What follows belongs to an exercise in optimizing a design on an open flow for small area, a short achievable clock period and few clock cycles per item; a production flow would make more cautious choices. In this exercise RTL edits were held to simulation tests only and were not proved equivalent to the original. Power figures rest on the tool's default switching activity, not on a simulated workload.

**flow/design.v**
```verilog
`timescale 1ns/1ps
package dataPkg;
	parameter int WordBits = 32;
	typedef logic [WordBits-1:0] wordT;
	typedef logic [2*WordBits-1:0] dwordT;
	parameter int MulDivCycles = WordBits;
	parameter wordT DivZeroQuot = '1;
endpackage
`timescale 1ns/1ps
package ctrlPkg;
	typedef enum logic [3:0] {
		OpAdd,
		OpSub,
		OpAnd,
		OpOr,
		OpShr,
		OpShra,
		OpShl,
		OpRor,
		OpRol,
		OpNeg,
		OpNot,
		OpMul,   
		OpDiv    
	} aluOpT;
	typedef enum int unsigned {
		SrcPc,
		SrcIr,
		SrcZhi,
		SrcZlo,
		SrcMdr,
		SrcReg0   
	} busSrcT;
endpackage
`timescale 1ns/1ps
module RegisterFile #(
	parameter int NumRegs = 16
) (
	input logic Clock,
	input logic rst,
	input dataPkg::wordT busM,
	input logic pcIn,
	input logic irIn,
	input logic yIn,
	input logic [NumRegs-1:0] regIn,
	output logic [NumRegs*dataPkg::WordBits-1:0] regs,   
	output dataPkg::wordT pc,
	output dataPkg::wordT ir,
	output dataPkg::wordT y
);
	always_ff @(posedge Clock) begin
		for (int i = 0; i < NumRegs; i++) begin
			if (regIn[i] | rst) begin
				regs[i*dataPkg::WordBits +: dataPkg::WordBits] <= busM;
			end
		end
	end
	always_ff @(posedge Clock) begin
		if (pcIn | rst) begin
			pc <= busM;
		end
	end
	always_ff @(posedge Clock) begin
		if (irIn | rst) begin
			ir <= busM;
		end
	end
	always_ff @(posedge Clock) begin
		if (yIn | rst) begin
			y <= busM;
		end
	end
endmodule
`timescale 1ns/1ps
module MemoryPort (
	input logic Clock,
	input logic rst,
	input dataPkg::wordT busM,
	input dataPkg::wordT mdataIn,
	input logic marIn,
	input logic mdrIn,
	input logic read,
	output dataPkg::wordT mar,
	output dataPkg::wordT mdr
);
	always_ff @(posedge Clock) begin
		if (marIn | rst) begin
			mar <= busM;   
		end
	end
	always_ff @(posedge Clock) begin
		if (mdrIn | rst) begin
			mdr <= (read && !rst) ? mdataIn : busM;
		end
	end
endmodule
`timescale 1ns/1ps
module BusMux #(
	parameter int NumRegs = 16
) (
	input logic [NumRegs*dataPkg::WordBits-1:0] regs,   
	input dataPkg::wordT pc,
	input dataPkg::wordT ir,
	input dataPkg::wordT zHi,
	input dataPkg::wordT zLo,
	input dataPkg::wordT mdr,
	input logic pcOut,
	input logic irOut,
	input logic zHiOut,
	input logic zLoOut,
	input logic mdrOut,
	input logic [NumRegs-1:0] regOut,
	output dataPkg::wordT busOut
);
	localparam int NumSrc = int'(ctrlPkg::SrcReg0) + NumRegs;
	logic [NumSrc-1:0] sel;
	logic [NumSrc-1:0] grant;
	logic [NumSrc-1:0] lowerMask;
	logic [NumSrc*dataPkg::WordBits-1:0] src;
	always_comb begin
		sel[ctrlPkg::SrcPc] = pcOut;
		sel[ctrlPkg::SrcIr] = irOut;
		sel[ctrlPkg::SrcZhi] = zHiOut;
		sel[ctrlPkg::SrcZlo] = zLoOut;
		sel[ctrlPkg::SrcMdr] = mdrOut;
		src[int'(ctrlPkg::SrcPc)*dataPkg::WordBits +: dataPkg::WordBits] = pc;
		src[int'(ctrlPkg::SrcIr)*dataPkg::WordBits +: dataPkg::WordBits] = ir;
		src[int'(ctrlPkg::SrcZhi)*dataPkg::WordBits +: dataPkg::WordBits] = zHi;
		src[int'(ctrlPkg::SrcZlo)*dataPkg::WordBits +: dataPkg::WordBits] = zLo;
		src[int'(ctrlPkg::SrcMdr)*dataPkg::WordBits +: dataPkg::WordBits] = mdr;
		for (int i = 0; i < NumRegs; i++) begin
			sel[int'(ctrlPkg::SrcReg0) + i] = regOut[i];
			src[(int'(ctrlPkg::SrcReg0) + i)*dataPkg::WordBits +: dataPkg::WordBits] = regs[i*dataPkg::WordBits +: dataPkg::WordBits];
		end
	end
	always_comb begin
		for (int i = 0; i < NumSrc; i++) begin
			lowerMask = '0;
			for (int j = 0; j < i; j++) lowerMask[j] = 1'b1;
			grant[i] = sel[i] & ~(|(sel & lowerMask));
		end
	end
	always_comb begin
		busOut = '0;
		for (int i = 0; i < NumSrc; i++) begin
			busOut = busOut | (src[i*dataPkg::WordBits +: dataPkg::WordBits] & {dataPkg::WordBits{grant[i]}});
		end
	end
endmodule
`timescale 1ns/1ps
module AluStage (
	input logic Clock,
	input logic rst,
	input dataPkg::wordT y,
	input dataPkg::wordT busIn,
	input logic [3:0] aluOp,
	input logic incPc,
	input logic zIn,
	input logic mdReq,
	output dataPkg::wordT zHi,
	output dataPkg::wordT zLo,
	output logic mdAck,
	output logic mdReqOut,
	output logic mdIsDiv,
	output dataPkg::wordT mdA,
	output dataPkg::wordT mdB,
	output dataPkg::wordT mdANorm,   
	input logic [4:0] mdNormAmt,
	output logic mdALtB,   
	input logic mdAckIn,
	input dataPkg::dwordT mdResult   
);
	dataPkg::wordT a;
	logic [3:0] op;
	logic [4:0] sh;
	logic isMulDiv;
	assign a = incPc ? dataPkg::wordT'(1) : y;   
	assign op = incPc ? ctrlPkg::OpAdd : aluOp;
	assign sh = busIn[4:0];
	assign isMulDiv = (op == ctrlPkg::OpMul) || (op == ctrlPkg::OpDiv);
	assign mdReqOut = mdReq && isMulDiv;
	assign mdIsDiv = (op == ctrlPkg::OpDiv);
	assign mdA = y;
	assign mdB = busIn;
	assign mdAck = mdAckIn;
	logic isSub, isNeg, inv, cin;
	dataPkg::wordT addA, addB, sum;
	assign isSub = (op == ctrlPkg::OpSub);
	assign isNeg = (op == ctrlPkg::OpNeg);
	assign inv = isSub || isNeg || isMulDiv;
	assign addA = isNeg ? '0 : a;
	assign addB = inv ? ~busIn : busIn;
	assign cin = inv;
	logic [33:0] wide;
	assign wide = {1'b0, addA, cin} + {1'b0, addB, cin};
	assign sum = wide[32:1];
	assign mdALtB = !wide[33];
	logic left;
	logic [4:0] amt;
	dataPkg::wordT rotIn;
	dataPkg::wordT rot [6];
	assign left = isMulDiv || (op == ctrlPkg::OpShl) || (op == ctrlPkg::OpRol);
	assign amt = isMulDiv ? ~mdNormAmt : (left ? ~sh : sh);
	assign rotIn = left ? {a[0], a[31:1]} : a;
	always_comb begin
		rot[0] = rotIn;
		for (int j = 0; j < 5; j++) begin
			rot[j+1] = amt[j] ? ((rot[j] >> (1 << j)) | (rot[j] << (32 - (1 << j)))) : rot[j];
		end
	end
	assign mdANorm = rot[5];
	dataPkg::wordT therm, keep, shRes;
	logic fill;
	assign therm = '1 << sh;
	always_comb begin
		for (int i = 0; i < 32; i++) begin
			if (op == ctrlPkg::OpShr || op == ctrlPkg::OpShra) begin
				keep[i] = therm[31-i];
			end else if (op == ctrlPkg::OpShl) begin
				keep[i] = therm[i];
			end else begin
				keep[i] = 1'b1;
			end
		end
	end
	assign fill = (op == ctrlPkg::OpShra) && a[31];
	assign shRes = (rot[5] & keep) | ({32{fill}} & ~keep);
	dataPkg::wordT lo;
	always_comb begin
		case (op)
			ctrlPkg::OpAdd, ctrlPkg::OpSub, ctrlPkg::OpNeg: lo = sum;
			ctrlPkg::OpAnd: lo = a & busIn;
			ctrlPkg::OpOr: lo = a | busIn;
			ctrlPkg::OpShr, ctrlPkg::OpShra, ctrlPkg::OpShl, ctrlPkg::OpRor, ctrlPkg::OpRol: lo = shRes;
			ctrlPkg::OpNot: lo = ~busIn;
			ctrlPkg::OpMul: lo = mdResult[63:32];
			ctrlPkg::OpDiv: lo = mdResult[31:0];
			default: lo = '0;
		endcase
	end
	always_ff @(posedge Clock) begin
		if (zIn | rst) begin
			zHi <= rst ? '0 : (op == ctrlPkg::OpMul) ? mdResult[31:0]
				: (op == ctrlPkg::OpDiv) ? mdResult[63:32] : '0;
			zLo <= rst ? '0 : lo;
		end
	end
endmodule
`timescale 1ns/1ps
module MulDivUnit (
	input logic Clock,
	input logic rst,
	input logic mdReq,
	input logic mdIsDiv,
	input dataPkg::wordT mdA,       
	input dataPkg::wordT mdB,       
	input dataPkg::wordT mdANorm,   
	input logic mdALtB,
	output logic [4:0] mdNormAmt,
	output logic mdAck,
	output dataPkg::dwordT mdResult   
);
	logic active;
	logic ack;
	logic isDiv;
	logic [4:0] cnt;   
	dataPkg::wordT opnd;   
	dataPkg::wordT hi;
	dataPkg::wordT lo;
	logic [5:0] lz;
	always_comb begin
		lz = 6'd32;
		for (int i = 0; i < 32; i++) begin
			if (mdA[i]) begin
				lz = 6'(31 - i);
			end
		end
	end
	logic bZero, divEarly;
	logic [4:0] nStart;
	assign bZero = (mdB == '0);
	assign divEarly = mdIsDiv && (bZero || mdALtB);
	assign mdNormAmt = {lz[4:1], 1'b0};
	assign nStart = (lz[5] || bZero || divEarly) ? 5'd0 : 5'd16 - {1'b0, lz[4:1]};
	dataPkg::wordT hiStart, loStart;
	assign hiStart = divEarly ? mdA : '0;
	assign loStart = (mdIsDiv && bZero) ? dataPkg::DivZeroQuot
		: (divEarly || bZero) ? '0 : mdANorm;
	logic c1, c2, q1, q2;
	dataPkg::wordT x1, y1, sum1, r1, x2, y2, sum2, r2, loNext;
	assign x1 = {hi[30:0], isDiv & lo[31]};
	assign y1 = isDiv ? ~opnd : (lo[31] ? opnd : '0);
	assign {c1, sum1} = {1'b0, x1} + {1'b0, y1} + {32'd0, isDiv};
	assign q1 = hi[31] | c1;
	assign r1 = (q1 || !isDiv) ? sum1 : x1;
	assign x2 = {r1[30:0], isDiv & lo[30]};
	assign y2 = isDiv ? ~opnd : (lo[30] ? opnd : '0);
	assign {c2, sum2} = {1'b0, x2} + {1'b0, y2} + {32'd0, isDiv};
	assign q2 = r1[31] | c2;
	assign r2 = (q2 || !isDiv) ? sum2 : x2;
	assign loNext = {lo[29:0], isDiv ? q1 : hi[31], isDiv ? q2 : r1[31]}
		+ {30'd0, !isDiv & c1, !isDiv & c2};
	dataPkg::dwordT stepNext;
	assign stepNext = (cnt == '0) ? {hi, lo} : {r2, loNext};
	assign mdResult = stepNext;
	assign mdAck = ack;
	logic start;
	assign start = mdReq && !active;
	always_ff @(posedge Clock) begin
		if (rst) begin
			active <= 1'b0;
			ack <= 1'b0;
			cnt <= '0;
		end else if (start) begin
			active <= 1'b1;
			ack <= (nStart <= 5'd1);
			cnt <= nStart;
		end else begin
			active <= active && mdReq;
			ack <= active && mdReq && (ack || cnt <= 5'd2);
			if (cnt != '0) begin
				cnt <= cnt - 5'd1;
			end
		end
	end
	always_ff @(posedge Clock) begin
		if (start) begin
			isDiv <= mdIsDiv;
			opnd <= mdB;
			hi <= hiStart;
			lo <= loStart;
		end else begin
			{hi, lo} <= stepNext;
		end
	end
endmodule
`timescale 1ns/1ps
module DataPath (
	input logic Clock,
	input logic rst,
	input logic pcIn,
	input logic irIn,
	input logic yIn,
	input logic marIn,
	input logic mdrIn,
	input logic zIn,
	input logic [15:0] regIn,
	input logic pcOut,
	input logic irOut,
	input logic zHiOut,
	input logic zLoOut,
	input logic mdrOut,
	input logic [15:0] regOut,
	input logic read,
	input logic incPc,
	input logic [3:0] aluOp,
	input logic [31:0] mdataIn,
	input logic mdReq,
	output logic mdAck,
	output logic [31:0] busOut,
	output logic [31:0] memAddr
);
	localparam int NumRegs = 16;
	logic [NumRegs*dataPkg::WordBits-1:0] regs;
	dataPkg::wordT pc, ir, y;
	dataPkg::wordT mdr;
	dataPkg::wordT zHi, zLo;
	dataPkg::wordT busM;   
	logic mdReqInt;
	logic mdIsDiv;
	dataPkg::wordT mdA, mdB, mdANorm;
	logic [4:0] mdNormAmt;
	logic mdAckInt;
	logic mdALtB;
	dataPkg::dwordT mdResult;
	assign busM = busOut & {dataPkg::WordBits{~rst}};
	RegisterFile #(.NumRegs(NumRegs)) regFile0 (
		.Clock(Clock), .rst(rst), .busM(busM),
		.pcIn(pcIn), .irIn(irIn), .yIn(yIn), .regIn(regIn),
		.regs(regs), .pc(pc), .ir(ir), .y(y)
	);
	MemoryPort memPort0 (
		.Clock(Clock), .rst(rst), .busM(busM), .mdataIn(mdataIn),
		.marIn(marIn), .mdrIn(mdrIn), .read(read),
		.mar(memAddr), .mdr(mdr)
	);
	BusMux #(.NumRegs(NumRegs)) busMux0 (
		.regs(regs), .pc(pc), .ir(ir), .zHi(zHi), .zLo(zLo), .mdr(mdr),
		.pcOut(pcOut), .irOut(irOut), .zHiOut(zHiOut), .zLoOut(zLoOut),
		.mdrOut(mdrOut), .regOut(regOut), .busOut(busOut)
	);
	AluStage alu0 (
		.Clock(Clock), .rst(rst), .y(y), .busIn(busOut), .aluOp(aluOp),
		.incPc(incPc), .zIn(zIn), .mdReq(mdReq),
		.zHi(zHi), .zLo(zLo), .mdAck(mdAck),
		.mdReqOut(mdReqInt), .mdIsDiv(mdIsDiv), .mdA(mdA), .mdB(mdB),
		.mdANorm(mdANorm), .mdNormAmt(mdNormAmt), .mdALtB(mdALtB),
		.mdAckIn(mdAckInt), .mdResult(mdResult)
	);
	MulDivUnit mulDiv0 (
		.Clock(Clock), .rst(rst),
		.mdReq(mdReqInt), .mdIsDiv(mdIsDiv), .mdA(mdA), .mdB(mdB),
		.mdANorm(mdANorm), .mdNormAmt(mdNormAmt), .mdALtB(mdALtB),
		.mdAck(mdAckInt), .mdResult(mdResult)
	);
endmodule
```
**flow/run.sh**
```bash
#!/bin/bash
# synth_recipe.tcl (not shown) runs the flow's synth.tcl, then flattens the netlist and writes it again
# the make line also repeats each setting of config.mk as NAME=value (left out here)
make -C /OpenROAD-flow-scripts/flow DESIGN_CONFIG=/design/flow/config.mk WORK_HOME=/design/flow/orfs CLKGATE_MAP_FILE= SYNTH_SCRIPT=/design/flow/synth_recipe.tcl finish
```
**flow/config.mk**
```make
export PLATFORM = sky130hd
export DESIGN_NAME = DataPath
export DESIGN_NICKNAME = DataPath
export VERILOG_FILES = /design/flow/design.v
export SDC_FILE = /design/flow/constraint.sdc
export NUM_CORES = 4
export LEC_CHECK = 0
export CAP_MARGIN = 20
export CORE_MARGIN = 2
export CORE_UTILIZATION = 30
export SETUP_SLACK_MARGIN = 4.5
export SLEW_MARGIN = 20
```
**flow/constraint.sdc**
```tcl
create_clock -name core_clock -period 10.0 [get_ports {Clock}]
set_input_delay 2.0000 -clock core_clock [delete_from_list [all_inputs] [get_ports {Clock}]]
set_output_delay 2.0000 -clock core_clock [all_outputs]
set_load 0.01 [all_outputs]
```
==> run summary, run 1 <==
mapped cell area=45900 um2; ranking of synthesized cells by area=edfxtp_1, a21oi_1, nor2_1; Layout fillers=14162; Max Fclk=between 100 and 150 MHz; design area=62200 um2; Reg clk slew, reported paths=0.07 ns; DR vias=43385; PwrDens=roughly 280 nW/um2; largest net degree at the start of global routing=68; switching share of power=between 40% and 50%; RR Startpoint=mulDiv0.isDiv$_DFFE_PP_; CTS Buffer Depth=3; Max FO, Critical Path=11; most frequent CP cell=buf_6; CTS tree=built; WL/cell=34.0 um; largest area contributor in the netlist=edfxtp_1; count of pins over their slew limit=0; met2 Use GR=41.1%; PnR worst setup slack=2.31 ns; mean post-synth cell area=10.6 um2; Final Setup Violations=0; post-route ant nets=0; GR met1 Demand/Resource=38.2%; met3 GRT Util=a little under a tenth; Nets=~5000; Peak VDD IR=0.217 mV; final worst path period share=76.9%; FFs w/ async S/R, synth=0%; vias in the first global route=40094; outcome=finished clean; DIE WIDTH=395 um; Reg2Reg Depth=43; syn_nets=4506; Pint=10.1 mW; Sw Pwr=7.29 mW; Setup crit start kind=flip-flop; Rows=roughly 140; CTS root buf=clkbuf_16; Tot Pwr=approximately 17 mW; Place WS=1.29 ns; first-pass GRT wire length=322000 um; Worst slew margin=9.85%; Pleak=roughly 24 nW; P&R area growth vs syn=35.5%; grt peak-use layer=met2; Placed Area=50900 um2; Yosys top cell area share=50.3%; initial DRC count=6850; CP peak stage delay=0.52 ns; RSZ-0062 raised after global routing=true; Worst Path Required=10.50 ns; number of flops mapped to enable cells by yosys=approximately 770; Slowest cell on crit path=a311o_2; Core Area=152000 um2; post-synthesis cell type count=90; total grt overflow=0; fraction of layout cells with a size suffix above 1=a little under 30%; most common cell after layout, fill and taps aside=edfxtp_1; IO Count=149; # clock sinks=840; count of port buffers added during placement=148; drt pass-1 iters=7; setup slack, reg-to-reg=2.31 ns; initial core utilization=30.2%; Flop pwr share=between 20 and 30%; Setup CP Type=flip-flop to flip-flop; CTS Hold Buffers Added=0; die height=395 um; slew at the pin closest to its max-slew limit=around 1.4 ns; GRT Total Usage=29.0%; CP arrival=8.19 ns; final WL=238000 um; most frequent cells in the layout=edfxtp_1, buf_4, nor2_1, nand2_1, a21oi_1; CP startpoint=mulDiv0.isDiv$_DFFE_PP_; initial antenna violation count=19; MaxCap Viol Count=0; Main synth FF type=edfxtp_1; Die Area=156000 um2; YS warnings=6; Clk Latency, worst-skew pair=a little over 0.7 ns; CP Capture Point=alu0.zLo[10]$_SDFFCE_PP0P_; Worst setup EP type=flip-flop; HP Class=flip-flop to flip-flop; HPWL Detailed=between 150000 and 200000 um; via/cell ratio=6.19; Placer Congestion=1.06; Seq/Total Area, Yosys=53.4%; Yosys reg bits=840; clock group share of total power=19.9%; Cells after Synth=4318; Comb power frac=52.3%; hold slack final=approximately 0.55 ns; DRC violations left=0; post-route setup TNS=0 ns; number of H-tree levels=3; min Tclk post-route=between 7 and 8 ns; clock skew=about 0.064 ns; endpoints failing hold=0; Inserted Clock Buffers=87; Crit Reg-Reg Endpoint=alu0.zLo[10]$_SDFFCE_PP0P_
==> synth_stat cells, drive strengths merged (59+ instances only) <==
cell type / n
clkbuf: 224
xnor2: 76
mux2i: 81
a22oi: 138
nand2: 375
nand3: 85
nor3: 64
a21o: 109
o21ai: 293
a21oi: 302
xor2: 62
buf: 73
edfxtp: 769
inv: 59
dfxtp: 71
nor2b: 82
nor2: 400
ha: 99
a221oi: 72
o211ai: 67
==> worst max-delay path, delay by kind of cell, from the launching register on <==
| family | cells | cell delay [ns] |
|---|---|---|
| AO/OA/AOI/OAI | 14 | 3.47 |
| buffers and inverters | 20 | 2.00 |
| AND/OR/NAND/NOR | 6 | 0.74 |
| adder cells (fa/ha/maj) | 2 | 0.52 |
| flip-flops | 1 | 0.38 |
| multiplexers | 1 | 0.36 |
==> stage by stage <==
stage                     util [%]  instances
final                         41.0       7004
after global routing          41.0       6999
after CTS                     39.5       6904
after detailed placement      33.5       6384
after global placement        33.5       6384
after floorplan                  -       4318
==> cell type report <==
| cell class | count | area, um2 | share of cell area, % |
|---|---|---|---|
| sequential | 840 | 24500 | 39.4 |
| multi-input combinational | 3125 | 23600 | 37.9 |
| timing repair buffer | 778 | 8180 | 13.1 |
| tap | 2030 | 2540 | 4.08 |
| clock buffer | 95 | 2230 | 3.58 |
| clock inverter | 69 | 788 | 1.27 |
| inverter | 62 | 363 | 0.583 |
| antenna | 5 | 12.5 | 0.0201 |
==> flip-flops by register name (all words and copies together) (netlist names), 5 cells and up <==
name and count:
alu0.zHi 32, memPort0.mdr 32, regFile0.ir 32, mulDiv0.lo 32, regFile0.y 32, mulDiv0.hi 32, regFile0.pc 32, alu0.zLo 32
mulDiv0.opnd 32, memPort0.mar 32, mulDiv0.cnt 5, regFile0.regs 512
==> power by group through the flow <==
| stage | clock, mW | combinational [mW] | sequential (mW) |
|---|---|---|---|
| 2_1_floorplan | 0 | 3.89 | 4.60 |
| 3_3_place_gp | 0 | 6.20 | 4.83 |
| 3_5_place_dp | 0 | 6.17 | 4.83 |
| 4_1_cts | 3.48 | 7.97 | 4.78 |
| 5_1_grt | 3.60 | 9.46 | 4.86 |
| 6_report | 3.47 | 9.12 | 4.84 |
==> kinds of logic after synthesis <==
logic type / count (synthesis) / synth area share (%)
buffers and inverters: 359 / 3.15
adders and majority gates: 105 / 2.94
muxes: 124 / 2.84
xor gates and xnor gates: 138 / 2.63
AOI/OAI and AO/OA: 1451 / 21.5
and+or+nand+nor: 1301 / 13.5
DFF: 840 / 53.4
==> worst min path at each step <==
stage               slack, ns                   startpoint                          end  cells past startpoint
floorplan                0.49  mulDiv0.cnt[4]$_SDFFE_PP0P_  mulDiv0.cnt[4]$_SDFFE_PP0P_                      2
global placement         0.52  mulDiv0.cnt[4]$_SDFFE_PP0P_  mulDiv0.cnt[4]$_SDFFE_PP0P_                      2
detailed placement       0.54  mulDiv0.cnt[4]$_SDFFE_PP0P_  mulDiv0.cnt[4]$_SDFFE_PP0P_                      2
CTS                      0.55  mulDiv0.cnt[4]$_SDFFE_PP0P_  mulDiv0.cnt[4]$_SDFFE_PP0P_                      2
global route             0.58  mulDiv0.cnt[4]$_SDFFE_PP0P_  mulDiv0.cnt[4]$_SDFFE_PP0P_                      2
finish                   0.55  mulDiv0.cnt[4]$_SDFFE_PP0P_  mulDiv0.cnt[4]$_SDFFE_PP0P_                      2
==> what timing repair did <==
action	in CTS	in global routing
gates cloned	20	7
pin swaps	188	136
endpoints found under the setup margin	226	166
gates resized for setup	868	292
setup buffers	336	87
==> per-layer routing <==
layer  vias up  wire length [um]
met4        26             18300
met3       761             30300
met5         -               173
met1     21530             91800
met2      3165             97200
li1      17903                 -
Testbench counts, summed over its fixed seeds: cycles 140,741, items 20,000.
==> inputs of run 2 (changes only) <==
--- a/flow/config.mk
+++ b/flow/config.mk
@@ -9,4 +9,3 @@
 export CORE_MARGIN = 2
 export CORE_UTILIZATION = 30
-export SETUP_SLACK_MARGIN = 4.5
 export SLEW_MARGIN = 20
==> run 2 against run 1 <==
Compared with the run above: design area is 15% lower; combinational power is 32% lower; flip-flop and latch count stayed put; worst setup slack worse by 1.5 ns; cell count is 6.1% lower; clock skew is 0.0060 ns lower; still clean; critical endpoint is now alu0.zLo[30]$_SDFFCE_PP0P_; critical path depth is 4 lower; fmax is 16% lower; worst hold slack worse by 0.0098 ns; synthesized cell count stayed put.
==> run summary, run 2 <==
clock skew=0.0579 ns; Finished Layout Cells=6575; mean post-synth cell area=10.6 um2; switching share of power=42.7%; Slowest cell on crit path=edfxtp_1; MaxCap Viol Count=0; Largest register FFs=512; Flop pwr share=between 30% and 40%; first-pass GRT wire length=between 200000 and 300000 um; CP arrival=9.56 ns; slew at the pin closest to its max-slew limit=~1.3 ns; post-route ant nets=0; Reg clk slew, reported paths=0.06 ns; DRC violations left=0; P&R area growth vs syn=15.8%; Biggest register=regFile0.regs; DP Cell Count=6413; synth cell count leaders=edfxtp_1, nor2_1, nand2_1; YS warnings=6; syn_nets=around 4500; Peak VDD IR=0.180 mV; Placer Congestion=1.06; Pleak=19.8 nW; Inserted Clock Buffers=85; CTS Buffer Depth=3; Core Area=152000 um2; drt pass-1 iters=8; DR vias=39843; Max FO, Critical Path=16; most frequent cell after synthesis=edfxtp_1; most common cell after layout, fill and taps aside=edfxtp_1; min Tclk post-route=9.16 ns; fraction of layout cells with a size suffix above 1=a little over a tenth; mapped cell area=45900 um2; Sw Pwr=6.04 mW; number of flops mapped to enable cells by yosys=769; CTS Hold Buffers Added=0; number of H-tree levels=3; Nets=around 4700; FFs w/ async S/R, synth=0%; DIE WIDTH=395 um; CTS tree=built; Worst setup EP type=flip-flop; HP Class=flip-flop to flip-flop; Worst slew margin=10.2%; clock group share of total power=22.1%; outcome=finished clean; CP peak stage delay=a little under 0.6 ns; endpoints failing hold=0; Tot Pwr=14.2 mW; vias in the first global route=36994; Pint=between 8 and 9 mW; largest net degree at the start of global routing=between 80 and 90; Main synth FF type=edfxtp_1; Die Area=156000 um2; HPWL Detailed=~160000 um; largest area contributor in the netlist=edfxtp_1; Clk Latency, worst-skew pair=about 0.73 ns; final WL=217000 um; # clock sinks=840; most frequent CP cell=o21ai_0; initial antenna violation count=21; Rows=143; Seq/Total Area, Yosys=53.4%; IO Count=about 150; initial core utilization=30.2%; Worst Path Required=10.40 ns; via/cell ratio=6.06; CTS root buf=clkbuf_16; Max Fclk=roughly 110 MHz; Layout fillers=15093; # Post-CTS Setup Buffers=0; Yosys reg bits=840; GRT Total Usage=approximately a quarter; Comb power frac=44.1%; count of pins over their slew limit=0; Cells after Synth=4318; Setup CP Type=flip-flop to flip-flop; PwrDens=roughly 270 nW/um2; Final Setup Violations=0; final worst path period share=91.6%; Yosys top cell area share=50.3%; count of port buffers added during placement=148; total grt overflow=0; die height=395 um; initial DRC count=5959; post-synthesis cell type count=90; WL/cell=33.0 um; most frequent cells in the layout=edfxtp_1, nor2_1, nand2_1, a21oi_1, o21ai_0; Setup crit start kind=flip-flop; ranking of synthesized cells by area=edfxtp_1, a21oi_1, nor2_1
[run 2: layout make-up]
class / count / area (um2) / share of cell area, %
repair buffers: 364 / 3100 / 5.83
inverters: 62 / 236 / 0.445
well taps: 2030 / 2540 / 4.77
clock buffers: 104 / 2240 / 4.21
multi-input cells: 3119 / 20100 / 37.9
clock inverters: 49 / 408 / 0.767
diodes: 7 / 17.5 / 0.0329
flip-flops and latches: 840 / 24500 / 46.1
[run 2: cell families (layout without fill, tap and decap cells)]
| group | Yosys count | in the layout | share of synthesized area (%) |
|---|---|---|---|
| compound gates | 1451 | 1451 | 21.5 |
| simple gates | 1301 | 1301 | 13.5 |
| buf+inv | 359 | 579 | 3.15 |
| mux | 124 | 124 | 2.84 |
| flops | 840 | 840 | 53.4 |
| xor+xnor | 138 | 138 | 2.63 |
| fa+ha+maj | 105 | 105 | 2.94 |
| other cells | 0 | 7 | 0 |
[run 2: final timing paths]
check                                            startpoint                     endpoint  slack (ns)  depth (start not counted)
worst max-delay path                mulDiv0.isDiv$_DFFE_PP_   alu0.zLo[30]$_SDFFCE_PP0P_        0.84                         39
worst min-delay path            mulDiv0.cnt[4]$_SDFFE_PP0P_  mulDiv0.cnt[4]$_SDFFE_PP0P_        0.54                          2
worst max register to register      mulDiv0.isDiv$_DFFE_PP_   alu0.zLo[30]$_SDFFCE_PP0P_        0.84                         39
worst min register to register  mulDiv0.cnt[4]$_SDFFE_PP0P_  mulDiv0.cnt[4]$_SDFFE_PP0P_        0.54                          2
[run 2: what timing repair did]
| item | in CTS | in global routing |
|---|---|---|
| endpoints found under the setup margin | 0 | 11 |
| hold endpoints to repair | 0 | 0 |
| resized for setup | 0 | 5 |
[run 2: power groups by stage]
stage | registers (mW) | logic (mW) | clock network (mW)
2_1_floorplan | 4.59 | 3.75 | 0
3_3_place_gp | 4.82 | 5.97 | 0
3_5_place_dp | 4.83 | 5.95 | 0
4_1_cts | 4.76 | 5.99 | 3.14
5_1_grt | 4.80 | 6.58 | 3.27
6_report | 4.79 | 6.24 | 3.13
[run 2: worst max-delay path, delay by kind of cell, from the launching register on]
family,cells,cell delay (ns)
compound gates,20,3.85
simple gates,9,1.83
fa+ha+maj,5,1.81
buf+inv,4,0.69
flops,1,0.58
xor+xnor,1,0.14
[run 2: metrics by stage]
stage | setup TNS (ns) | area (um2) | hold WS, ns | util, % | setup slack (ns)
CTS | 0 | 53100 | 0.541 | 35.0 | 0.489
floorplan | 0 | 45900 | 0.491 | - | 1.44
global placement | 0 | 50500 | 0.520 | 33.2 | 0.652
detailed placement | 0 | 50500 | 0.527 | 33.2 | 0.548
global route | -0.00539 | 53200 | 0.570 | 35.0 | -0.00539
finish | 0 | 53200 | 0.537 | 35.0 | 0.839
[run 2: layer usage]
layer  wire length [um]  GRT usage [%]  up-vias  part of all wire [%]
met3              23700           7.57      537                    11
li1                   -              -    16983                     -
met2              90400           38.7     2481                    42
met5                145         0.0616        -                 0.067
met1              90400           36.7    19822                    42
met4              12200           12.6       20                   5.6
==> inputs of run 3 (changes only) <==
--- a/flow/design.v
+++ b/flow/design.v
@@ -264,5 +264,9 @@
 	logic ack;
 	logic isDiv;
-	logic [4:0] cnt;   
+	logic [5:0] cnt;   
+	logic [1:0] cr;    
+	logic fresh;       
+	logic bZeroR;      
+	logic aLtBR;       
 	dataPkg::wordT opnd;   
 	dataPkg::wordT hi;
@@ -277,31 +281,43 @@
 		end
 	end
-	logic bZero, divEarly;
-	logic [4:0] nStart;
+	logic bZero, divEarly, skip;
+	logic [5:0] nStart;
 	assign bZero = (mdB == '0);
 	assign divEarly = mdIsDiv && (bZero || mdALtB);
-	assign mdNormAmt = {lz[4:1], 1'b0};
-	assign nStart = (lz[5] || bZero || divEarly) ? 5'd0 : 5'd16 - {1'b0, lz[4:1]};
-	dataPkg::wordT hiStart, loStart;
-	assign hiStart = divEarly ? mdA : '0;
-	assign loStart = (mdIsDiv && bZero) ? dataPkg::DivZeroQuot
-		: (divEarly || bZero) ? '0 : mdANorm;
-	logic c1, c2, q1, q2;
-	dataPkg::wordT x1, y1, sum1, r1, x2, y2, sum2, r2, loNext;
-	assign x1 = {hi[30:0], isDiv & lo[31]};
-	assign y1 = isDiv ? ~opnd : (lo[31] ? opnd : '0);
-	assign {c1, sum1} = {1'b0, x1} + {1'b0, y1} + {32'd0, isDiv};
-	assign q1 = hi[31] | c1;
-	assign r1 = (q1 || !isDiv) ? sum1 : x1;
-	assign x2 = {r1[30:0], isDiv & lo[30]};
-	assign y2 = isDiv ? ~opnd : (lo[30] ? opnd : '0);
-	assign {c2, sum2} = {1'b0, x2} + {1'b0, y2} + {32'd0, isDiv};
-	assign q2 = r1[31] | c2;
-	assign r2 = (q2 || !isDiv) ? sum2 : x2;
-	assign loNext = {lo[29:0], isDiv ? q1 : hi[31], isDiv ? q2 : r1[31]}
-		+ {30'd0, !isDiv & c1, !isDiv & c2};
-	dataPkg::dwordT stepNext;
-	assign stepNext = (cnt == '0) ? {hi, lo} : {r2, loNext};
-	assign mdResult = stepNext;
+	assign skip = bZeroR || aLtBR;
+	assign mdNormAmt = mdIsDiv ? lz[4:0] : {lz[4:1], 1'b0};
+	assign nStart = lz[5] ? 6'd0
+		: mdIsDiv ? 6'd32 - lz : 6'd16 - {2'b00, lz[4:1]};
+	dataPkg::wordT hiEff;
+	assign hiEff = fresh ? '0 : hi;
+	logic [33:0] row0, pp0, pp1;
+	logic [33:0] s1, c1;
+	logic [33:0] sum;
+	dataPkg::wordT shifted;
+	assign shifted = {hiEff[30:0], lo[31]};
+	assign row0 = isDiv ? {2'b00, shifted} : {2'b00, hiEff[29:0], 2'b00};
+	assign pp0 = isDiv ? {2'b00, ~opnd} : (lo[30] ? {2'b00, opnd} : '0);
+	assign pp1 = (!isDiv && lo[31]) ? {1'b0, opnd, 1'b0} : '0;
+	always_comb begin
+		s1 = row0 ^ pp0 ^ pp1;
+		c1 = {((row0 & pp0) | (row0 & pp1) | (pp0 & pp1)), 1'b0};
+	end
+	assign sum = s1 + (c1 | {33'd0, isDiv});   
+	logic q;
+	dataPkg::wordT hiNext, loNext;
+	assign q = hiEff[31] | sum[32];   
+	assign hiNext = (isDiv && !q) ? shifted : sum[31:0];
+	assign loNext = isDiv ? {lo[30:0], q} : {lo[29:0], hiEff[31:30]} + {28'd0, cr, 2'b00};
+	dataPkg::wordT loOut;
+	always_comb begin
+		if (bZeroR) begin
+			loOut = isDiv ? dataPkg::DivZeroQuot : '0;
+		end else if (aLtBR) begin
+			loOut = '0;
+		end else begin
+			loOut = lo + {30'd0, cr};
+		end
+	end
+	assign mdResult = {hi, loOut};
 	assign mdAck = ack;
 	logic start;
@@ -314,11 +330,11 @@
 		end else if (start) begin
 			active <= 1'b1;
-			ack <= (nStart <= 5'd1);
+			ack <= (nStart == 6'd0) || divEarly || bZero;
 			cnt <= nStart;
 		end else begin
 			active <= active && mdReq;
-			ack <= active && mdReq && (ack || cnt <= 5'd2);
+			ack <= active && mdReq && (ack || cnt == 6'd1);
 			if (cnt != '0) begin
-				cnt <= cnt - 5'd1;
+				cnt <= cnt - 6'd1;
 			end
 		end
@@ -328,8 +344,15 @@
 			isDiv <= mdIsDiv;
 			opnd <= mdB;
-			hi <= hiStart;
-			lo <= loStart;
-		end else begin
-			{hi, lo} <= stepNext;
+			hi <= mdIsDiv ? mdA : '0;
+			lo <= mdANorm;
+			cr <= 2'b00;
+			fresh <= 1'b1;
+			bZeroR <= bZero;
+			aLtBR <= mdIsDiv && mdALtB;
+		end else if (cnt != '0 && !skip) begin
+			fresh <= 1'b0;
+			hi <= hiNext;
+			lo <= loNext;
+			cr <= isDiv ? 2'b00 : sum[33:32];
 		end
 	end
--- a/flow/config.mk
+++ b/flow/config.mk
@@ -6,6 +6,8 @@
 export NUM_CORES = 4
 export LEC_CHECK = 0
+export ABC_AREA = 1
 export CAP_MARGIN = 20
 export CORE_MARGIN = 2
 export CORE_UTILIZATION = 30
+export SETUP_SLACK_MARGIN = 3.5
 export SLEW_MARGIN = 20
==> run 3 against run 2 <==
Compared with the run above: still clean on timing, DRC and antenna; flip-flop and latch count increased by 6; global-route usage decreased by 1.5 points; core utilization increased by 2.9 points; die area decreased by 2.6%; worst hold slack got worse by 0.028 ns; non-clock buffer count increased by 94; total power decreased by 24%; clock-buffer cell count decreased by 2; via count decreased by 3.2%; critical path depth decreased by 23; register-to-register slack improved by 3.1 ns; critical endpoint is now busOut[8]; largest power group is now registers.
==> run summary, run 3 <==
outcome=finished clean; GRT Total Usage=between 20 and 30%; Pleak=around 23 nW; mean post-synth cell area=between 9 and 10 um2; Comb power frac=24.9%; Finished Core Util=between 30% and 40%; Die Area=152000 um2; synth cell count leaders=nand2_1, edfxtp_1, nand3_1; Sw Pwr=3.49 mW; Layout fillers=14469; CTS Hold Buffers Added=0; CP arrival=4.86 ns; first-pass GRT wire length=274000 um; count of port buffers added during placement=148; drt pass-1 iters=6; Slowest cell on crit path=a211oi_4; Inserted Clock Buffers=89; CTS Buffer Depth=3; endpoints failing hold=0; clock group share of total power=between 30 and 40%; largest net degree at the start of global routing=99; fraction of layout cells with a size suffix above 1=17.2%; DRC violations left=0; ranking of synthesized cells by area=edfxtp_1, nand2_1, nand3_1; Core Area=148000 um2; most frequent cell after synthesis=nand2_1; Worst slew margin=a little under a quarter; P&R area growth vs syn=25.2%; HP Class=flip-flop to flip-flop; mapped cell area=44700 um2; metal3 WL=16200 um; DIE WIDTH=roughly 390 um; vias in the first global route=between 30000 and 40000; syn_nets=4822; die height=between 300 and 400 um; depth of the worst hold-timing path=2; min Tclk post-route=6.86 ns; Cells after Synth=4633; Placer Congestion=~1; Flop pwr share=around two fifths; total grt overflow=0; most frequent cells in the layout=nand2_1, edfxtp_1, inv_1, nand3_1, o21ai_0; multi-input logic area=18200 um2; metal2 WL=around 91000 um; Pint=7.21 mW; Peak VDD IR=0.139 mV; via/cell ratio=5.54; CTS root buf=clkbuf_16; # clock sinks=846; MaxCap Viol Count=0; clock skew=0.0702 ns; YS warnings=6; IO Count=149; HPWL Detailed=132000 um; Main synth FF type=edfxtp_1; RSZ-0062 raised after global routing=true; CP cell instances=buf_12 -> nor2_4 -> nand4_1 -> buf_6 -> clkinv_8 -> buf_8 -> a211oi_4 -> nand4_1 -> a221oi_2 -> nand3_1 -> a221oi_2 -> nand4_1 -> a221oi_2 -> and3_4 -> clkinvlp_4 -> buf_6; count of pins over their slew limit=0; Rows=141; initial DRC count=4850; final WL=198000 um; Reg clk slew, reported paths=0.06 ns; highest routed layer=met5; Max Fclk=146 MHz; Setup CP Type=primary input to output pin; Yosys reg bits=846; number of flops mapped to enable cells by yosys=approximately 840; largest area contributor in the netlist=edfxtp_1; Biggest register=regFile0.regs; post-synthesis cell type count=73; Nets=between 5000 and 6000; most common cell after layout, fill and taps aside=nand2_1; slew at the pin closest to its max-slew limit=1.14 ns; switching share of power=32.6%; final worst path period share=68.6%; post-route ant nets=0; initial core utilization=30.3%; Largest register FFs=roughly 500; number of H-tree levels=3; Clk Latency, worst-skew pair=between 0.7 and 0.8 ns; Seq/Total Area, Yosys=between 50% and 60%; post-route setup TNS=0 ns; Worst Path Required=8.00 ns; initial antenna violation count=5; Yosys top cell area share=56.1%; sequential cell area=25300 um2; Setup crit start kind=primary input; WL/cell=28.4 um; FFs w/ async S/R, synth=0%; PwrDens=191 nW/um2; Reg2Reg Depth=35; Worst setup EP type=output pin; Post-Route M1 WL=78900 um; Final Setup Violations=0; CTS tree=built; DR vias=38549; CP peak stage delay=0.32 ns; Max FO, Critical Path=4
## run 3: through the flow
step           hold WS (ns)  area, um2  instances  worst slack, ns  power, mW
2_1_floorplan         0.449      44800       4633             3.37       5.92
3_5_place_dp          0.475      48500       6586             1.69       6.92
5_1_grt               0.492      56000       6956             2.97       11.1
4_1_cts               0.483      55000       6907             3.29       10.6
3_3_place_gp          0.465      48500       6586             1.65       6.91
6_report              0.509      56000       6961             3.14       10.7
## run 3: final cells by class
cell class | instances | share of cell area [%]
Sequential cell | 846 | 45.2
Multi-Input combinational cell | 3071 | 32.4
Timing Repair Buffer | 458 | 9.16
Tap cell | 1930 | 4.31
Clock buffer | 102 | 4.10
Inverter | 489 | 3.40
Clock inverter | 56 | 1.34
Timing Repair inverter | 4 | 0.0804
Antenna cell | 5 | 0.0223
## run 3: timing repair
item | CTS | global route
buffers inserted | 135 | 47
setup endpoints to repair | 128 | 93
cloned | 28 | 2
gates resized for setup | 564 | 144
pin swaps | 135 | 150
## run 3: per-layer routing
metal  vias up  GRT usage (%)
li1      17031              -
met1     19068           32.9
met2      2058           40.7
met3       390           3.73
met4         2           12.7
met5         -              0
## run 3: power by group through the flow
stage	registers, mW	logic, mW	clock network, mW
6_report	4.49	2.67	3.54
2_1_floorplan	4.49	1.43	0
3_5_place_dp	4.54	2.38	0
4_1_cts	4.48	2.55	3.57
3_3_place_gp	4.54	2.38	0
5_1_grt	4.52	2.86	3.69
## run 3: logic make-up (layout without fill, tap and decap cells)
group                      Yosys count  in the layout  share of synthesized area, %
adders and majority gates          105            105                          3.49
other                                0              5                             0
buffers and inverters              720           1109                          6.43
AOI/OAI and AO/OA                 1008           1008                          13.4
DFF                                846            846                          56.6
and+or+nand+nor                   1868           1872                          18.4
xor gates and xnor gates            86             86                          1.68
## run 3: critical path, delay by kind of cell
family | cells | cell delay (ns)
buffers and inverters | 6 | 0.95
and+or+nand+nor | 6 | 0.93
AOI/OAI and AO/OA | 4 | 0.96
## run 3: path summary, 6_finish.rpt
| path | from | end | slack, ns |
|---|---|---|---|
| hold / removal | mulDiv0.cr[0]$_SDFFE_PP0P_ | mulDiv0.cr[0]$_SDFFE_PP0P_ | 0.51 |
| hold reg to reg | mulDiv0.cr[0]$_SDFFE_PP0P_ | mulDiv0.cr[0]$_SDFFE_PP0P_ | 0.51 |
| setup reg to reg | mulDiv0.isDiv$_DFFE_PP_ | mulDiv0.hi[2]$_DFFE_PP_ | 3.91 |
| setup / recovery | pcOut | busOut[8] | 3.14 |
Testbench counts of run 3, summed over its fixed seeds: cycles 146,723, items 20,000.
==> inputs of run 4 (changes only) <==
--- a/flow/config.mk
+++ b/flow/config.mk
@@ -10,4 +10,3 @@
 export CORE_MARGIN = 2
 export CORE_UTILIZATION = 30
-export SETUP_SLACK_MARGIN = 3.5
 export SLEW_MARGIN = 20
==> run 4 against run 3 <==
Compared with the run above: core utilization down 3.1 points; first-iteration DRC count down 4.9%; fmax down 18%; clock-buffer cell count up 6; flip-flop and latch count unchanged; wire length down 6.7%; register-to-register slack worse by 1.4 ns; critical path type unchanged.
==> run summary, run 4 <==
outcome=finished clean; Slowest cell on crit path=clkdlybuf4s50_1; Max FO, Critical Path=29; DR vias=around 37000; number of flops mapped to enable cells by yosys=roughly 840; GRT Total Usage=roughly a quarter; DIE WIDTH=390 um; Layout fillers=14962; Yosys reg bits=846; Cells after Synth=around 4600; min Tclk post-route=8.35 ns; PwrDens=approximately 200 nW/um2; CTS Buffer Depth=3; Biggest register=regFile0.regs; post-synthesis adder-cell area fraction=under 10%; largest family of logic cells by synthesized area=simple AND/OR/NAND/NOR gates; slew at the pin closest to its max-slew limit=1.20 ns; Core Area=148000 um2; synth cell count leaders=nand2_1, edfxtp_1, nand3_1; count of port buffers added during placement=148; final WL=184000 um; CTS Hold Buffers Added=0; largest net degree at the start of global routing=69; Setup crit start kind=primary input; ranking of synthesized cells by area=edfxtp_1, nand2_1, nand3_1; Tot Pwr=10.1 mW; Reg clk slew, reported paths=around 0.060 ns; Placer Congestion=1.01; largest area contributor in the netlist=edfxtp_1; Peak VDD IR=0.139 mV; Worst Path Required=8.00 ns; first-pass GRT wire length=258000 um; post-synthesis cell type count=73; initial antenna violation count=11; post-route setup TNS=0 ns; most frequent cell after synthesis=nand2_1; Rows=between 100 and 150; mux share of post-synthesis cell area=0%; via/cell ratio=5.42; Yosys top cell area share=56.1%; most frequent cells in the layout=nand2_1, edfxtp_1, nand3_1, inv_1, o21ai_0; CP peak stage delay=0.65 ns; CTS tree=built; drt pass-1 iters=6; endpoints failing hold=0; Final Setup Violations=0; mean post-synth cell area=9.65 um2; count of pins over their slew limit=0; CTS root buf=clkbuf_16; post-synthesis xor/xnor area fraction=between 1.5 and 2%; YS warnings=6; post-route ant nets=0; initial DRC count=4611; sequential cell area=25300 um2; Pleak=20.5 nW; Buf+Inv Stages, Crit Path=3; post-synthesis simple-gate area fraction=18.4%; RSZ-0062 raised after global routing=false; # clock sinks=between 800 and 900; HP Class=flip-flop to flip-flop; clock skew=0.0357 ns; Top delay family on crit path=buffers and inverters; most common cell after layout, fill and taps aside=nand2_1; Inserted Clock Buffers=87; FFs w/ async S/R, synth=0%; syn_nets=4822; mapped cell area=44700 um2; Main synth FF type=edfxtp_1; CP arrival=~6.4 ns; P&R area growth vs syn=15.0%; number of H-tree levels=3; MaxCap Viol Count=0; WL/cell=27.3 um; complex-gate fraction of the synthesized area=13.4%; IO Count=roughly 150; multi-input logic area=16700 um2; Largest register FFs=between 500 and 600; Setup CP Type=primary input to output pin; post-CTS sizing=0; DRC violations left=0; CP cell instances=clkdlybuf4s50_1 -> nor2_4 -> nand3_4 -> nor3_4 -> buf_4 -> a221oi_1 -> nand3_1 -> a221oi_2 -> nand3_1 -> a221oi_2 -> nand4_1 -> a221oi_1 -> nand4_1 -> clkdlybuf4s50_1; total grt overflow=0; vias in the first global route=about 34000; initial core utilization=30.3%; # Post-CTS Setup Buffers=0; HPWL Detailed=137000 um; Seq/Total Area, Yosys=56.6%; Max Fclk=120 MHz; fraction of layout cells with a size suffix above 1=8.16%; die height=390 um; Die Area=152000 um2; Worst setup EP type=output pin; Clk Latency, worst-skew pair=0.71 ns; final worst path period share=83.5%; Worst slew margin=19.3%; Nets=4949
-- run 4: final timing paths --
kind / start / to / slack [ns] / cells past startpoint
worst max-delay path: pcOut / busOut[31] / 1.65 / 14
worst min-delay path: mulDiv0.cr[0]$_SDFFE_PP0P_ / mulDiv0.cr[0]$_SDFFE_PP0P_ / 0.49 / 2
worst max register to register: mulDiv0.isDiv$_DFFE_PP_ / mulDiv0.hi[17]$_DFFE_PP_ / 2.51 / 36
worst min register to register: mulDiv0.cr[0]$_SDFFE_PP0P_ / mulDiv0.cr[0]$_SDFFE_PP0P_ / 0.49 / 2
-- run 4: layout make-up --
class	instances	share of cell area, %
Clock inverter	48	1.02
Multi-Input combinational cell	3067	32.4
Sequential cell	846	49.2
Inverter	489	3.57
Tap cell	1930	4.70
Antenna cell	3	0.0146
Timing Repair Buffer	269	4.64
Clock buffer	108	4.47
-- run 4: per-layer routing --
layer / GRT usage [%] / vias up / part of all wire, %
met4: 8.23 / 4 / 3.7
met5: 0 / - / 0.015
met2: 38.5 / 1602 / 46
met3: 4.12 / 230 / 7.8
li1: - / 16613 / -
met1: 31.8 / 18194 / 42
-- run 4: tightest hold or removal path, delay by kind of cell (launching register included) --
family | cells | cell delay, ns
flops | 1 | 0.32
simple gates | 1 | 0.06
compound gates | 1 | 0.06
-- run 4: per-stage QoR --
step	worst slack [ns]	cells	hold WS, ns	area (um2)	utilization, %
2_1_floorplan	3.25	4633	0.449	44700	-
3_3_place_gp	1.57	6601	0.464	48600	32.9
3_5_place_dp	1.61	6601	0.483	48600	32.9
4_1_cts	1.71	6757	0.491	51400	34.8
5_1_grt	1.24	6757	0.509	51400	34.8
6_report	1.65	6760	0.489	51400	34.8
-- run 4: logic make-up after synthesis --
kind of cell,Yosys count
AOI/OAI and AO/OA,1008
buffers and inverters,720
xor gates and xnor gates,86
DFF,846
adders and majority gates,105
and+or+nand+nor,1868
-- run 4: where the power goes --
part | internal [mW] | switching [mW]
combinational | 0.706 | 1.64
sequential | 4.33 | 0.134
clock | 1.83 | 1.47
total | 6.87 | 3.25
==> inputs of run 5 (changes only) <==
--- a/flow/design.v
+++ b/flow/design.v
@@ -115,6 +115,4 @@
 	localparam int NumSrc = int'(ctrlPkg::SrcReg0) + NumRegs;
 	logic [NumSrc-1:0] sel;
-	logic [NumSrc-1:0] grant;
-	logic [NumSrc-1:0] lowerMask;
 	logic [NumSrc*dataPkg::WordBits-1:0] src;
 	always_comb begin
@@ -134,16 +132,30 @@
 		end
 	end
+	localparam int Levels = $clog2(NumSrc);
+	localparam int Leaves = 1 << Levels;
+	dataPkg::wordT g [Levels+1][Leaves];
+	logic p [Levels+1][Leaves];
 	always_comb begin
-		for (int i = 0; i < NumSrc; i++) begin
-			lowerMask = '0;
-			for (int j = 0; j < i; j++) lowerMask[j] = 1'b1;
-			grant[i] = sel[i] & ~(|(sel & lowerMask));
+		for (int i = 0; i < Leaves; i++) begin
+			if (i < NumSrc) begin
+				g[0][i] = src[i*dataPkg::WordBits +: dataPkg::WordBits] & {dataPkg::WordBits{sel[i]}};
+				p[0][i] = ~sel[i];
+			end else begin
+				g[0][i] = '0;
+				p[0][i] = 1'b1;
+			end
 		end
-	end
-	always_comb begin
-		busOut = '0;
-		for (int i = 0; i < NumSrc; i++) begin
-			busOut = busOut | (src[i*dataPkg::WordBits +: dataPkg::WordBits] & {dataPkg::WordBits{grant[i]}});
+		for (int l = 1; l <= Levels; l++) begin
+			for (int i = 0; i < Leaves; i++) begin
+				if (i < (Leaves >> l)) begin
+					g[l][i] = g[l-1][2*i] | (g[l-1][2*i+1] & {dataPkg::WordBits{p[l-1][2*i]}});
+					p[l][i] = p[l-1][2*i] & p[l-1][2*i+1];
+				end else begin
+					g[l][i] = '0;
+					p[l][i] = 1'b1;
+				end
+			end
 		end
+		busOut = g[Levels][0];
 	end
 endmodule
--- a/flow/config.mk
+++ b/flow/config.mk
@@ -9,4 +9,5 @@
 export CAP_MARGIN = 20
 export CORE_MARGIN = 2
-export CORE_UTILIZATION = 30
+export CORE_UTILIZATION = 55
+export SETUP_SLACK_MARGIN = 3.5
 export SLEW_MARGIN = 20
==> run 5 against run 4 <==
Compared with the run above: still clean; via count up 11%; first-iteration DRC count increased by 36%; worst setup slack improved by 1.9 ns; global-route usage is 19 points higher; clock power about the same; flip-flop and latch count unchanged; worst hold slack gained 0.0097 ns; largest cell class unchanged; largest power group unchanged; highest routed layer unchanged.
==> run summary, run 5 <==
outcome=finished clean; Max Fclk=between 150 and 200 MHz; final WL=approximately 190000 um; most frequent cell after synthesis=nand2_1; PnR worst setup slack=3.52 ns; Pint=7.11 mW; die height=293 um; IO Count=about 150; FFs w/ async S/R, synth=0%; Main synth FF type=edfxtp_1; Tot Pwr=10.6 mW; setup slack, reg-to-reg=3.90 ns; number of flops mapped to enable cells by yosys=835; Pleak=roughly 22 nW; DIE WIDTH=293 um; DRC violations left=0; Worst Path Required=roughly 8.0 ns; Reg2Reg Depth=28; Yosys reg bits=846; Layout fillers=6816; clock skew=0.0422 ns; ranking of synthesized cells by area=edfxtp_1, nand2_1, nand3_1; DP Cell Count=between 6000 and 7000; fraction of layout cells with a size suffix above 1=roughly a tenth; slew at the pin closest to its max-slew limit=approximately 1.3 ns; Biggest register=regFile0.regs; count of pins over their slew limit=0; CTS Buffer Depth=3; min Tclk post-route=6.48 ns; MaxCap Viol Count=0; post-route setup TNS=0 ns; initial DRC count=around 6300; vias in the first global route=approximately 37000; HPWL Detailed=126000 um; final worst path period share=about 65%; Flop pwr share=42.5%; switching share of power=approximately 33%; Comb power frac=26.3%; Reg clk slew, reported paths=0.05 ns; CP Capture Point=busOut[19]; Worst slew margin=9.78%; Inserted Clock Buffers=91; post-route ant nets=0; YS warnings=8; Finished Layout Cells=6267; post-synthesis cell type count=65; Place WS=2.01 ns; synth cell count leaders=nand2_1, edfxtp_1, nand3_1; Final Setup Violations=0; Cells after Synth=4983; Clk Latency, worst-skew pair=0.69 ns; CP arrival=4.48 ns; syn_nets=roughly 5200; count of port buffers added during placement=148; most common cell after layout, fill and taps aside=nand2_1; Max FO, Critical Path=23; Crit Reg-Reg Endpoint=mulDiv0.hi[10]$_DFFE_PP_; Placer Congestion=1.08; drt pass-1 iters=10; Sw Pwr=3.53 mW; most frequent cells in the layout=nand2_1, edfxtp_1, nand3_1, inv_1, o21ai_0; Yosys top cell area share=54.5%; Seq/Total Area, Yosys=55.0%; clock group share of total power=31.3%; Setup crit start kind=primary input; Core Area=83200 um2; number of H-tree levels=3; GRT Total Usage=43.0%; Peak VDD IR=between 0.2 and 0.25 mV; initial core utilization=55.3%; RSZ-0062 raised after global routing=true; Largest register FFs=just over 500; CTS tree=built; HP Class=flip-flop to flip-flop; Die Area=86000 um2; largest net degree at the start of global routing=78; CTS Hold Buffers Added=0; endpoints failing hold=0; Hold Startpoint=mulDiv0.cnt[1]$_SDFFE_PP0P_; mapped cell area=roughly 46000 um2; total grt overflow=0; Rows=106; CP startpoint=regOut[1]; # clock sinks=~850; via/cell ratio=~6.5; WL/cell=~30 um; Setup CP Type=primary input to output pin; CTS root buf=clkbuf_16; PwrDens=201 nW/um2; Worst setup EP type=output pin; mean post-synth cell area=9.23 um2; RR Startpoint=mulDiv0.lo[30]$_DFFE_PP_; Nets=5302; P&R area growth vs syn=15.3%; initial antenna violation count=6; first-pass GRT wire length=~260000 um; DR vias=a little over 40000; largest area contributor in the netlist=edfxtp_1
## run 5: metal layers
layer  part of all wire, %  wire, um  vias up  track usage, %
met5                 0.012        22        -               0
met4                   9.0     17000        4            30.9
met3                    11     20300      691            10.3
met2                    44     83300     2915            65.7
met1                    36     67200    19420            53.9
li1                      -         -    17772               -
## run 5: power by group through the flow
stage | sequential, mW | combinational [mW] | clock, mW
finish | 4.52 | 2.79 | 3.33
global route | 4.55 | 3.00 | 3.44
CTS | 4.52 | 2.68 | 3.32
detailed placement | 4.59 | 2.61 | 0
global placement | 4.58 | 2.59 | 0
floorplan | 4.53 | 1.68 | 0
## run 5: critical path, cell delays in order
cell and delay (ns):
clkdlybuf4s18_2 0.40, clkinvlp_4 0.20, buf_4 0.28, nand3_1 0.11
nand2_1 0.06, nand2_1 0.06, nand3_1 0.14, a221oi_1 0.47
nand3_2 0.21, clkdlybuf4s50_1 0.52
## run 5: kinds of logic after synthesis
logic type | count (synthesis) | synth area share [%]
xor+xnor | 91 | 1.73
compound gates | 896 | 11.4
fa+ha+maj | 105 | 3.40
flops | 846 | 55.0
buf+inv | 696 | 5.76
simple gates | 2317 | 21.9
mux | 32 | 0.783
## run 5: final cells by class
class	count	area [um2]	area share [%]
timing repair buffer	312	3200	6.03
tap	1080	1350	2.55
clock inverter	43	477	0.899
clock buffer	117	2370	4.48
antenna	7	17.5	0.0330
multi-input combinational	3442	18600	35.2
sequential	846	25300	47.7
timing repair inverter	6	60.1	0.113
inverter	414	1610	3.03
## run 5: worst min-delay path by stage
stage / to / slack, ns / cells after the start
global route: mulDiv0.cnt[1]$_SDFFE_PP0P_ / 0.55 / 2
finish: mulDiv0.cnt[1]$_SDFFE_PP0P_ / 0.50 / 2
global placement: mulDiv0.cnt[1]$_SDFFE_PP0P_ / 0.48 / 2
floorplan: mulDiv0.cr[0]$_SDFFE_PP0P_ / 0.46 / 2
detailed placement: mulDiv0.cnt[1]$_SDFFE_PP0P_ / 0.49 / 2
CTS: mulDiv0.cnt[1]$_SDFFE_PP0P_ / 0.50 / 2
## run 5: repair_timing
action,CTS,global route
pin swaps,20,10
gates resized for setup,162,56
setup buffers,35,14
gates cloned,10,4
setup endpoints to repair,98,98
## run 5: through the flow
stage	area [um2]	hold slack, ns	util, %
finish	53000	0.499	63.8
global route	53000	0.545	63.7
CTS	52600	0.495	63.3
detailed placement	48800	0.487	58.6
global placement	48800	0.482	58.6
floorplan	46000	0.457	-
Testbench counts of run 5, summed over its fixed seeds: cycles 146,723, items 20,000.
==> inputs of run 6 (changes only) <==
--- a/flow/config.mk
+++ b/flow/config.mk
@@ -9,5 +9,5 @@
 export CAP_MARGIN = 20
 export CORE_MARGIN = 2
-export CORE_UTILIZATION = 55
+export CORE_UTILIZATION = 30
 export SETUP_SLACK_MARGIN = 3.5
 export SLEW_MARGIN = 20
==> run 6 against run 5 <==
Compared with the run above: still clean on timing, DRC and antenna; cell count grew 16%; first-iteration DRC count shrank 17%; combinational power fell by 1%; area after synthesis stayed put; via count shrank 2.5%; largest cell class unchanged.
==> run summary, run 6 <==
DRC violations left=0; initial antenna violation count=12; highest routed layer=met5; DIE WIDTH=~400 um; Inserted Clock Buffers=89; Largest register FFs=512; Nets=5328; largest family of logic cells by synthesized area=simple AND/OR/NAND/NOR gates; YS warnings=8; complex-gate fraction of the synthesized area=between 10 and 15%; fraction of layout cells with a size suffix above 1=11.3%; Worst setup EP type=output pin; Yosys top cell area share=54.5%; post-route ant nets=0; GRT Total Usage=approximately 22%; Worst Path Required=8.00 ns; Post-Route M1 WL=a little over 70000 um; FFs w/ async S/R, synth=0%; mean post-synth cell area=9.23 um2; min Tclk post-route=6.42 ns; HP Class=flip-flop to flip-flop; die height=396 um; Main synth FF type=edfxtp_1; number of flops mapped to enable cells by yosys=835; metal2 WL=81600 um; Pleak=22.4 nW; Placer Congestion=1.01; most frequent cell after synthesis=nand2_1; synth cell count leaders=nand2_1, edfxtp_1, nand3_1; post-synthesis simple-gate area fraction=21.9%; IO Count=around 150; Place WS=around 2.0 ns; clock skew=around 0.032 ns; multi-input logic area=18900 um2; CTS tree=built; final worst path period share=64.2%; Layout fillers=15370; most frequent cells in the layout=nand2_1, edfxtp_1, nand3_1, inv_1, o21ai_0; slew at the pin closest to its max-slew limit=1.14 ns; metal3 WL=around 19000 um; HPWL Detailed=124000 um; vias in the first global route=36542; drt pass-1 iters=8; most common cell after layout, fill and taps aside=nand2_1; Reg clk slew, reported paths=0.06 ns; mux share of post-synthesis cell area=0.783%; setup slack, reg-to-reg=3.82 ns; Setup crit start kind=primary input; via/cell ratio=5.49; post-synthesis adder-cell area fraction=3.40%; post-synthesis xor/xnor area fraction=roughly 1.7%; RSZ-0062 raised after global routing=false; ranking of synthesized cells by area=edfxtp_1, nand2_1, nand3_1; design area=54800 um2; Clk Latency, worst-skew pair=0.72 ns; Setup CP Type=primary input to output pin; count of port buffers added during placement=148; total grt overflow=0; mapped cell area=about 46000 um2; post-synthesis cell type count=65; syn_nets=5172; CP arrival=roughly 4.4 ns; Seq/Total Area, Yosys=55.0%; PwrDens=196 nW/um2; largest net degree at the start of global routing=86; number of H-tree levels=3; PnR worst setup slack=around 3.6 ns; Max FO, Critical Path=17; initial DRC count=5205; final WL=between 150000 and 200000 um; Die Area=156000 um2; CTS Buffer Depth=3; endpoints failing hold=0; Worst slew margin=approximately 24%; sequential cell area=25300 um2; MaxCap Viol Count=0; Biggest register=regFile0.regs; Placed Area=50000 um2; count of pins over their slew limit=0; P&R area growth vs syn=19.1%; outcome=finished clean; Final Setup Violations=0; Yosys reg bits=846; DR vias=39783; post-route setup TNS=0 ns; Rows=143; CTS root buf=clkbuf_16; Peak VDD IR=0.127 mV; WL/cell=roughly 25 um; largest area contributor in the netlist=edfxtp_1; # clock sinks=846; Core Area=152000 um2; Max Fclk=approximately 160 MHz; initial core utilization=30.2%; Cells after Synth=4983; first-pass GRT wire length=257000 um
-- run 6: kinds of logic after synthesis --
group                    after synthesis
multiplexers                          32
flip-flops                           846
XOR/XNOR                              91
AO/OA/AOI/OAI                        896
buffers and inverters                696
adder cells (fa/ha/maj)              105
AND/OR/NAND/NOR                     2317
-- run 6: layout make-up --
cell class | count | share of cell area, %
Clock inverter | 58 | 1.14
Inverter | 414 | 2.93
Tap cell | 2030 | 4.64
Sequential cell | 846 | 46.2
Clock buffer | 106 | 4.26
Timing Repair inverter | 6 | 0.119
Multi-Input combinational cell | 3442 | 34.5
Antenna cell | 4 | 0.0183
Timing Repair Buffer | 340 | 6.20
-- run 6: metal layers --
layer	track usage [%]	vias to the layer above
met5	0	-
met3	4.55	404
met1	29.8	19262
li1	-	17843
met2	34.4	2260
met4	9.68	14
-- run 6: report_power, final --
part	internal (mW)	switching (mW)	total, mW
clock network	1.92	1.52	3.44
registers	4.37	0.167	4.54
logic	0.898	1.86	2.75
total	7.19	3.54	10.7
-- run 6: stage by stage --
step / utilization (%) / power (mW) / hold slack [ns] / instances
after global placement: 32.8 / 7.12 / 0.476 / 6984
final: 36.0 / 10.7 / 0.489 / 7246
after floorplan: - / 6.21 / 0.457 / 4983
after CTS: 35.7 / 10.6 / 0.491 / 7220
after global routing: 36.0 / 11.1 / 0.534 / 7242
after detailed placement: 32.9 / 7.15 / 0.481 / 6987
-- run 6: path summary, 6_finish.rpt --
check,start,end,cells past startpoint
worst max-delay path,zHiOut,busOut[5],10
worst min-delay path,mulDiv0.cnt[1]$_SDFFE_PP0P_,mulDiv0.cnt[1]$_SDFFE_PP0P_,2
worst max register to register,mulDiv0.isDiv$_DFFE_PP_,mulDiv0.hi[10]$_DFFE_PP_,29
worst min register to register,mulDiv0.cnt[1]$_SDFFE_PP0P_,mulDiv0.cnt[1]$_SDFFE_PP0P_,2
-- run 6: what timing repair did --
| action | 4_1_cts | 5_1_grt |
|---|---|---|
| endpoints found under the hold margin | 0 | 0 |
| setup endpoints to repair | 117 | 119 |
| hold buffers | 0 | 0 |
| cloned | 7 | 9 |
| pin swaps | 31 | 15 |
| resized for setup | 200 | 61 |
| setup buffers | 62 | 12 |
-- run 6: worst max-delay path, stage by stage --
cell and delay (ns):
dlymetal6s2s_1 0.37, buf_12 0.25, clkinvlp_4 0.13, buf_4 0.16, buf_4 0.14, nand3_1 0.06
nand2_1 0.11, a221oi_1 0.41, nand3_2 0.36, clkdlybuf4s15_2 0.39
==> inputs of run 7 (changes only) <==
--- a/flow/config.mk
+++ b/flow/config.mk
@@ -10,4 +10,4 @@
 export CORE_MARGIN = 2
 export CORE_UTILIZATION = 30
-export SETUP_SLACK_MARGIN = 3.5
+export SETUP_SLACK_MARGIN = 4.5
 export SLEW_MARGIN = 20
==> run 7 against run 6 <==
Compared with the run above: still clean; non-clock buffer count is 197 higher; design area is 8.3% higher; combinational power is 26% higher; clock power is 5% higher; fmax is 9.9% higher; clock-buffer cell count is 3 higher; wire length is 14% higher; critical path type unchanged; largest power group unchanged.
==> run summary, run 7 <==
Yosys top cell area share=54.5%; Place WS=between 2 and 2.5 ns; Nets=5528; # clock sinks=~850; Clk Latency, worst-skew pair=0.74 ns; Max FO, Critical Path=5; most common cell after layout, fill and taps aside=nand2_1; Setup crit start kind=primary input; most frequent cells in the layout=nand2_1, edfxtp_1, nand3_1, inv_1, o21ai_0; Placer Congestion=1.01; post-route setup TNS=0 ns; CP cell instances=buf_8 -> buf_12 -> clkinvlp_4 -> buf_6 -> buf_6 -> buf_6 -> nand3_2 -> nand2_1 -> nand2_1 -> nand3_1 -> nand2_1 -> nand4_1 -> nand2_2 -> nand3_4 -> buf_6; Inserted Clock Buffers=91; Pleak=~25 nW; Worst setup EP type=output pin; initial DRC count=5395; drt pass-1 iters=6; Seq/Total Area, Yosys=55.0%; Worst slew margin=20.5%; mean post-synth cell area=9.23 um2; endpoints failing hold=0; ranking of synthesized cells by area=edfxtp_1, nand2_1, nand3_1; largest area contributor in the netlist=edfxtp_1; Yosys reg bits=846; count of pins over their slew limit=0; CTS root buf=clkbuf_16; number of flops mapped to enable cells by yosys=835; FFs w/ async S/R, synth=0%; number of H-tree levels=3; CP peak stage delay=0.27 ns; Cells after Synth=between 4000 and 5000; outcome=finished clean; DIE WIDTH=396 um; Main synth FF type=edfxtp_1; post-synthesis cell type count=65; Final Setup Violations=0; Layout fillers=approximately 15000; Peak VDD IR=0.146 mV; most frequent cell after synthesis=nand2_1; PwrDens=196 nW/um2; YS warnings=8; initial antenna violation count=9; DR vias=about 42000; Tot Pwr=11.6 mW; vias in the first global route=just under 40000; P&R area growth vs syn=28.9%; most frequent CP cell=buf_6; CTS Buffer Depth=3; HPWL Detailed=137000 um; Core Area=152000 um2; RSZ-0062 raised after global routing=true; via/cell ratio=roughly 5.6; Rows=143; min Tclk post-route=5.84 ns; post-route ant nets=0; WL/cell=28.0 um; Worst Path Required=8.00 ns; Largest register FFs=about 510; synth cell count leaders=nand2_1, edfxtp_1, nand3_1; MaxCap Viol Count=0; first-pass GRT wire length=290000 um; DP Cell Count=6990; GRT Total Usage=25.5%; Die Area=156000 um2; clock skew=around 0.039 ns; Biggest register=regFile0.regs; slew at the pin closest to its max-slew limit=1.19 ns; Slowest cell on crit path=nand4_1; CTS Hold Buffers Added=0; Finished Core Util=about two fifths; Finished Layout Cells=7444
## run 7: cell counts after synthesis
No cell type changed its count.
## run 7: stage by stage
stage	hold WS, ns	area, um2
3_5_place_dp	0.483	50100
5_1_grt	0.499	59300
3_3_place_gp	0.480	50100
2_1_floorplan	0.457	46200
4_1_cts	0.492	57400
6_report	0.489	59300
## run 7: final cells by class
cell class	count	area, um2	share of cell area (%)
antenna	1	2.50	0.00422
clock buffer	109	2370	3.99
clock inverter	58	733	1.24
inverter	414	1640	2.76
multi-input combinational	3442	20700	34.8
sequential	846	25300	42.7
tap	2030	2540	4.28
timing repair buffer	537	5970	10.1
timing repair inverter	7	103	0.173
## run 7: cell families after synthesis
| kind of cell | synth area share (%) |
|---|---|
| and+or+nand+nor | 21.9 |
| AOI/OAI and AO/OA | 11.4 |
| DFF | 55.0 |
| buffers and inverters | 5.76 |
| adders and majority gates | 3.40 |
| xor gates and xnor gates | 1.73 |
| muxes | 0.783 |
## run 7: where the power goes
| part | switching (mW) | leakage [nW] | internal, mW | total [mW] |
|---|---|---|---|---|
| Clock | 1.56 | 1.48 | 2.04 | 3.60 |
| Combinational | 2.22 | 13.9 | 1.24 | 3.46 |
| Sequential | 0.175 | 9.12 | 4.37 | 4.54 |
| Total | 3.95 | 24.5 | 7.65 | 11.6 |
## run 7: layer usage
layer / vias to the layer above / wire, um / GRT usage [%]
li1: 18254 / - / -
met1: 20671 / 82500 / 33.6
met2: 2335 / 94900 / 40.6
met3: 486 / 19100 / 4.49
met4: 6 / 12300 / 11.8
met5: - / 36 / 0
## run 7: final timing paths
check | from | slack (ns) | endpoint | cells past startpoint
setup / recovery | regOut[9] | 4.16 | busOut[6] | 15
hold / removal | mulDiv0.cnt[1]$_SDFFE_PP0P_ | 0.49 | mulDiv0.cnt[1]$_SDFFE_PP0P_ | 2
setup reg to reg | mulDiv0.lo[30]$_DFFE_PP_ | 4.45 | mulDiv0.hi[13]$_DFFE_PP_ | 33
hold reg to reg | mulDiv0.cnt[1]$_SDFFE_PP0P_ | 0.49 | mulDiv0.cnt[1]$_SDFFE_PP0P_ | 2
## run 7: worst max-delay path: cells and delay by family
kind,cells,cell delay (ns)
and+or+nand+nor,8,0.95
buffers and inverters,7,0.88
## run 7: what timing repair did
action | 4_1_cts | 5_1_grt
pin swaps | 141 | 131
setup buffers | 175 | 73
endpoints found under the hold margin | 0 | 0
endpoints found under the setup margin | 155 | 127
cloned | 28 | 10
resized for setup | 730 | 299

Check on run 7: ideal ports give 4.156 ns setup slack; a clkbuf_16 on the clock port and buf_2 on the inputs give 4.101 ns; moving port delays by the midpoint clock arrival (0.788 ns) as well gives 3.486 ns.
